What follows belongs to an exercise in optimizing a design on an open flow for small area; a production flow would make more cautious choices. RTL that was checked went through simulation tests only; none was proved equivalent to the original.

==> inputs of run a <==
==> flow/design.v (excerpt) <==
module exe_top (
  input  logic                     clk,
  input  logic                     reset_n,
  input  logic [32-1:0]         dec_pc_i,
  input  logic                     dec_rd_v_i,
  input  logic [5-1:0]      dec_rd_adr_i,
  input  logic [32:0]           dec_rs1_data_i,
  input  logic [32:0]           dec_rs2_data_i,
  input  logic [32-1:0]         dec_immediat_i,
  input  logic [2:0]               dec_access_size_i,
  input  logic                     dec_unsign_extension_i,
  input  logic [NB_UNIT-1:0]       dec_unit_i,
  input  logic [NB_OPERATION-1:0]  dec_operation_i,
  input  logic                     pred_v_i,
  input  logic                     pred_is_taken_i,
  input  logic [32-1:0]         load_data_i,
  output logic                     mem_adr_v_o,
  output logic [32-1:0]         mem_adr_o,
  output logic                     mem_is_store_o,
  output logic [32-1:0]         mem_store_data_o,
  output logic [2:0]               mem_access_size_o,
  output logic                     exe_fwd_v_o,
  output logic [5-1:0]      exe_fwd_adr_o,
  output logic [32-1:0]         exe_fwd_data_o,
  output logic                     wbk_v_o,
  output logic [5-1:0]      wbk_adr_o,
  output logic [32-1:0]         wbk_data_o,
  output logic                     flush_v_q_o,
  output logic [32-1:0]         pc_data_q_o,
  output logic [32-1:0]         pred_fb_pc_o,
  output logic                     pred_fb_branch_instr_o,
  output logic                     pred_fb_feedback_o,
  output logic                     pred_fb_success_o,
  ...
export LEC_CHECK = 0
export ABC_AREA = 1
export CAP_MARGIN = 0
export CORE_AREA = 5 5 145 145
export CTS_BUF_LIST = sky130_fd_sc_hd__clkbuf_8
export DIE_AREA = 0 0 150 150
export GPL_TIMING_DRIVEN = 0
export SETUP_SLACK_MARGIN = 0.2
export SLEW_MARGIN = 0
create_clock -name core_clock -period 8.0 [get_ports {clk}]
standard.sh (not shown) runs the stock make flow with config.mk's settings and CLKGATE_MAP_FILE= SYNTH_SCRIPT=/design/flow/synth_recipe.tcl, a recipe that flattens the netlist after the stock synthesis.
==> flow/flow/run.sh <==
#!/bin/bash
# Standard ORFS layout (the standard.sh), with the port buffers and the
# synthesis pass-through buffers made from the smallest buffer cell, and the
# buffers ABC inserts removed at floorplan (repair_design re-buffers).
bash standard.sh \
  BUFFER_PORTS_ARGS="-buffer_cell sky130_fd_sc_hd__buf_1" \
  MIN_BUF_CELL_AND_PORTS="sky130_fd_sc_hd__buf_1 A X" \
  REMOVE_ABC_BUFFERS=1 \
  finish > standard.log 2>&1
==> run b: changes against run a <==
--- a/flow/design.v
+++ b/flow/design.v
@@ -126,14 +126,33 @@
         gk   = g[i] | (p[i] & gk);
         pk   = pk & p[i];
       end
       bc[k+1] = gk | (pk & bc[k]);
     end
     add_cla = {bc[32/2], s};
   endfunction
+  function automatic logic [32:0] add_cla_fast(input logic [32-1:0] p,
+                                                  input logic [32-1:0] g,
+                                                  input logic cin);
+    logic [32-1:0] s;
+    logic [32/8:0] bc;
+    logic             gk, pk;
+    bc[0] = cin;
+    for (int k = 0; k < 32/8; k++) begin
+      gk = 1'b0;
+      pk = 1'b1;
+      for (int i = 8*k; i < 8*k+8; i++) begin
+        s[i] = p[i] ^ (gk | (pk & bc[k]));
+        gk   = g[i] | (p[i] & gk);
+        pk   = pk & p[i];
+      end
+      bc[k+1] = gk | (pk & bc[k]);
+    end
+    add_cla_fast = {bc[32/8], s};
+  endfunction
   function automatic logic [32-1:0] inc4(input logic [32-1:0] a);
     logic bc, pk;
     bc = 1'b1;
     inc4[1:0] = a[1:0];
     for (int k = 0; k < 8; k++) begin
       pk = 1'b1;
       for (int i = 2 + 4*k; i < 6 + 4*k && i < 32; i++) begin
@@ -163,19 +182,20 @@
   logic [32:0]   sum;
   assign jal     = op[JAL];
   assign jalr    = op[JALR];
   assign jump    = jal | jalr;
   assign use_imm = dec_unit_i[LSU] | dec_unit_i[BU];
   assign use_pc  = dec_unit_i[BU] & ~jalr;
   assign opa = use_pc ? pc : rs1;
-  assign opb = use_imm ? imm : (rs2 ^ {32{op[SUB]}});
+  assign opb = ({32{use_imm}} & imm) | ({32{~use_imm & ~op[SUB]}} & rs2)
+             | ({32{~use_imm & op[SUB]}} & ~rs2);
   logic [32-1:0] ap, ag;
   assign ap  = opa ^ opb;
   assign ag  = opa & opb;
-  assign sum = add_cla(ap, ag, op[SUB]);
+  assign sum = add_cla_fast(ap, ag, op[SUB]);
   logic [32-1:0] cx;
   logic [32:0]   cdiff;
   logic less, equal, taken;
   assign cx    = rs1 ^ rs2;
   assign cdiff = add_cla(~cx, rs1 & ~rs2, 1'b1);
   assign less  = (dec_rs1_data_i[32] ^ dec_rs2_data_i[32]) ? dec_rs1_data_i[32] : ~cdiff[32];
   assign equal = cx == '0;
==> flow/config.mk (replaced) <==
export PLATFORM = sky130hd
export DESIGN_NAME = exe_top
export DESIGN_NICKNAME = exe_top
export VERILOG_FILES = /design/flow/design.v
export SDC_FILE = /design/flow/constraint.sdc
export NUM_CORES = 4
export LEC_CHECK = 0
export ABC_AREA = 1
export CAP_MARGIN = 5
export CORE_AREA = 5 5 145 145
export CTS_BUF_LIST = sky130_fd_sc_hd__clkbuf_8
export DIE_AREA = 0 0 150 150
export GPL_TIMING_DRIVEN = 0
export SETUP_SLACK_MARGIN = 0.15
export SLEW_MARGIN = 0
export TNS_END_PERCENT = 5
==> run c: changes against run a <==
--- a/flow/design.v
+++ b/flow/design.v
@@ -109,30 +109,49 @@
   logic [32-1:0] wbk_data_q;
   logic [32-1:0] pc_data_q;
   logic             bi_q, fb_q, ok_q, ko_q;
   function automatic logic [32:0] add_cla(input logic [32-1:0] p,
                                              input logic [32-1:0] g,
                                              input logic cin);
     logic [32-1:0] s;
-    logic [32/2:0] bc;
+    logic [32/4:0] bc;
     logic             c, gk, pk;
     bc[0] = cin;
-    for (int k = 0; k < 32/2; k++) begin
+    for (int k = 0; k < 32/4; k++) begin
       gk = 1'b0;
       pk = 1'b1;
       c  = bc[k];
-      for (int i = 2*k; i < 2*k+2; i++) begin
+      for (int i = 4*k; i < 4*k+4; i++) begin
         s[i] = p[i] ^ c;
         c    = g[i] | (p[i] & c);
         gk   = g[i] | (p[i] & gk);
         pk   = pk & p[i];
       end
       bc[k+1] = gk | (pk & bc[k]);
     end
-    add_cla = {bc[32/2], s};
+    add_cla = {bc[32/4], s};
+  endfunction
+  function automatic logic [32:0] add_cla_fast(input logic [32-1:0] p,
+                                                  input logic [32-1:0] g,
+                                                  input logic cin);
+    logic [32-1:0] s;
+    logic [32/4:0] bc;
+    logic             gk, pk;
+    bc[0] = cin;
+    for (int k = 0; k < 32/4; k++) begin
+      gk = 1'b0;
+      pk = 1'b1;
+      for (int i = 4*k; i < 4*k+4; i++) begin
+        s[i] = p[i] ^ (gk | (pk & bc[k]));
+        gk   = g[i] | (p[i] & gk);
+        pk   = pk & p[i];
+      end
+      bc[k+1] = gk | (pk & bc[k]);
+    end
+    add_cla_fast = {bc[32/4], s};
   endfunction
   function automatic logic [32-1:0] inc4(input logic [32-1:0] a);
     logic bc, pk;
     bc = 1'b1;
     inc4[1:0] = a[1:0];
     for (int k = 0; k < 8; k++) begin
       pk = 1'b1;
@@ -154,37 +173,33 @@
         zk      = zk & ~a[i];
       end
       bb = bb & zk;
     end
   endfunction
   logic cancel;
   assign cancel = flush_q | flush_dly_q;
-  logic             use_imm, use_pc, jal, jalr, jump;
-  logic [32-1:0] opa, opb;
+  logic             use_imm, sub, jal, jalr, jump;
+  logic [32-1:0] opb;
   logic [32:0]   sum;
   assign jal     = op[JAL];
   assign jalr    = op[JALR];
   assign jump    = jal | jalr;
-  assign use_imm = dec_unit_i[LSU] | dec_unit_i[BU];
-  assign use_pc  = dec_unit_i[BU] & ~jalr;
-  assign opa = use_pc ? pc : rs1;
-  assign opb = use_imm ? imm : (rs2 ^ {32{op[SUB]}});
+  assign use_imm = dec_unit_i[LSU] | jalr;
+  assign sub     = op[SUB] | op[SLT] | op[SLTU] | dec_unit_i[BU];
+  assign opb = use_imm ? imm : (rs2 ^ {32{sub}});
   logic [32-1:0] ap, ag;
-  assign ap  = opa ^ opb;
-  assign ag  = opa & opb;
-  assign sum = add_cla(ap, ag, op[SUB]);
-  logic [32-1:0] cx;
-  logic [32:0]   cdiff;
+  assign ap  = rs1 ^ opb;
+  assign ag  = rs1 & opb;
+  assign sum = add_cla(ap, ag, sub & ~jalr);
   logic less, equal, taken;
-  assign cx    = rs1 ^ rs2;
-  assign cdiff = add_cla(~cx, rs1 & ~rs2, 1'b1);
-  assign less  = (dec_rs1_data_i[32] ^ dec_rs2_data_i[32]) ? dec_rs1_data_i[32] : ~cdiff[32];
-  assign equal = cx == '0;
+  assign less  = (dec_rs1_data_i[32] ^ dec_rs2_data_i[32]) ? dec_rs1_data_i[32] : ~sum[32];
+  assign equal = sum[32-1:0] == '0;
   assign taken = (op[BEQ] & equal) | (op[BNE] & ~equal) | (op[BLT] & less) | (op[BGE] & ~less);
-  logic [32-1:0] pc_inc;
+  logic [32-1:0] pc_imm, pc_inc;
+  assign pc_imm = add_cla(pc ^ imm, pc & imm, 1'b0);
   assign pc_inc = inc4(pc);
   logic [32-1:0] sh_in, sh_out, sh_rev;
   logic             sh_fill;
   always_comb begin
     for (int i = 0; i < 32; i++) sh_in[i] = op[SLL] ? rs1[32-1-i] : rs1[i];
   end
   assign sh_fill = op[SRA] & rs1[32-1];
@@ -240,15 +255,15 @@
       ok_q        <= bu_en & pred_ok;
       ko_q        <= bu_en & (pred_v_i ? ~pred_ok : (taken | jump));
     end
   end
   always_ff @(posedge clk) begin
     wbk_adr_q  <= dec_rd_adr_i;
     wbk_data_q <= res;
-    pc_data_q  <= (taken | jump) ? {sum[32-1:1], sum[0] & ~jalr} : pc_inc;
+    pc_data_q  <= jalr ? {sum[32-1:1], 1'b0} : ((taken | jal) ? pc_imm : pc_inc);
   end
   assign wbk_v_o                = wbk_v_q;
   assign wbk_adr_o              = wbk_adr_q;
   assign wbk_data_o             = wbk_data_q;
   assign flush_v_q_o            = flush_q;
   assign pc_data_q_o            = pc_data_q;
   assign pred_fb_pc_o           = dec4(wbk_data_q);
==> flow/flow/run.sh (replaced) <==
#!/bin/bash
# Standard ORFS layout (the standard.sh), with the port buffers and the
# synthesis pass-through buffers made from the smallest buffer cell.
bash standard.sh \
  BUFFER_PORTS_ARGS="-buffer_cell sky130_fd_sc_hd__buf_1" \
  MIN_BUF_CELL_AND_PORTS="sky130_fd_sc_hd__buf_1 A X" \
  finish > standard.log 2>&1
==> flow/config.mk (replaced) <==
export PLATFORM = sky130hd
export DESIGN_NAME = exe_top
export DESIGN_NICKNAME = exe_top
export VERILOG_FILES = /design/flow/design.v
export SDC_FILE = /design/flow/constraint.sdc
export NUM_CORES = 4
export LEC_CHECK = 0
export CAP_MARGIN = 0
export CORE_AREA = 5 5 145 145
export CTS_BUF_LIST = sky130_fd_sc_hd__clkbuf_8
export DIE_AREA = 0 0 150 150
export GPL_TIMING_DRIVEN = 0
export SETUP_SLACK_MARGIN = 0.2
export SLEW_MARGIN = 0
==> qor.yml <==
status: "finished with violations"
synth_area_sq_um: 9510
wl_met2_mm: 19.3
drv_cap: 1
drv_slew: 15
violations: "max-capacitance violations, max-slew violations"
Source of the figures above: run b

==> qor.yml <==
status: "no timing/DRC/antenna violations"
synth_area_sq_um: 10200
drv_slew: 0
wl_met2_mm: 22.4
io_pins: 412
drt_iter0_drc: 1631
drv_cap: 0
Source of the figures above: run c

==> qor.yml <==
status: "no timing/DRC/antenna violations"
layout-drive-gt1-share_pct: 8.28
ys_ff_latch: 76
synth-seq-area-share_pct: 16.0
grt_overflow: 0
wl_met2_mm: 19.2
top_layer_used: "met4"
cp_slowest_cell: "fa_2"
drv_cap: 0
insertedDiodeCount: 0
Source of the figures above: run a

The RTL of run a was laid out without a check of its function.

-- separate check: timing with driven ports --
The flow's constraints put no driver on any port. The routed layouts listed below were extracted and timed again, unchanged, in two steps.
Step 1 assumes that a clkbuf_16 drives the clock port and a buf_2 every other input.
Step 2 adds t to the input delays and takes it off the output delays; t is the mean of the earliest and latest rising clock arrival at the registers after step 1. Input paths then give back, and output paths get back, about the clock's delay inside the block.
Three values: ideal, step 1, step 2; two values: the first two.
run	t, ns	setup slack, ns	worst data-port slew with drivers (ns)	cell pins on the clock port's net
run a	0.431	0.385 / 0.325 / 0.325	0.09	1
run b	0.417	0.392 / 0.356 / 0.356	0.06	1
run c	0.422	0.146 / 0.096 / -0.113	0.07	1
Met with ideal ports but missed after step 2: setup timing in run c. For run c, which loses most, drivers alone change the setup slack by -0.050 ns; drivers and shift together by -0.259 ns.
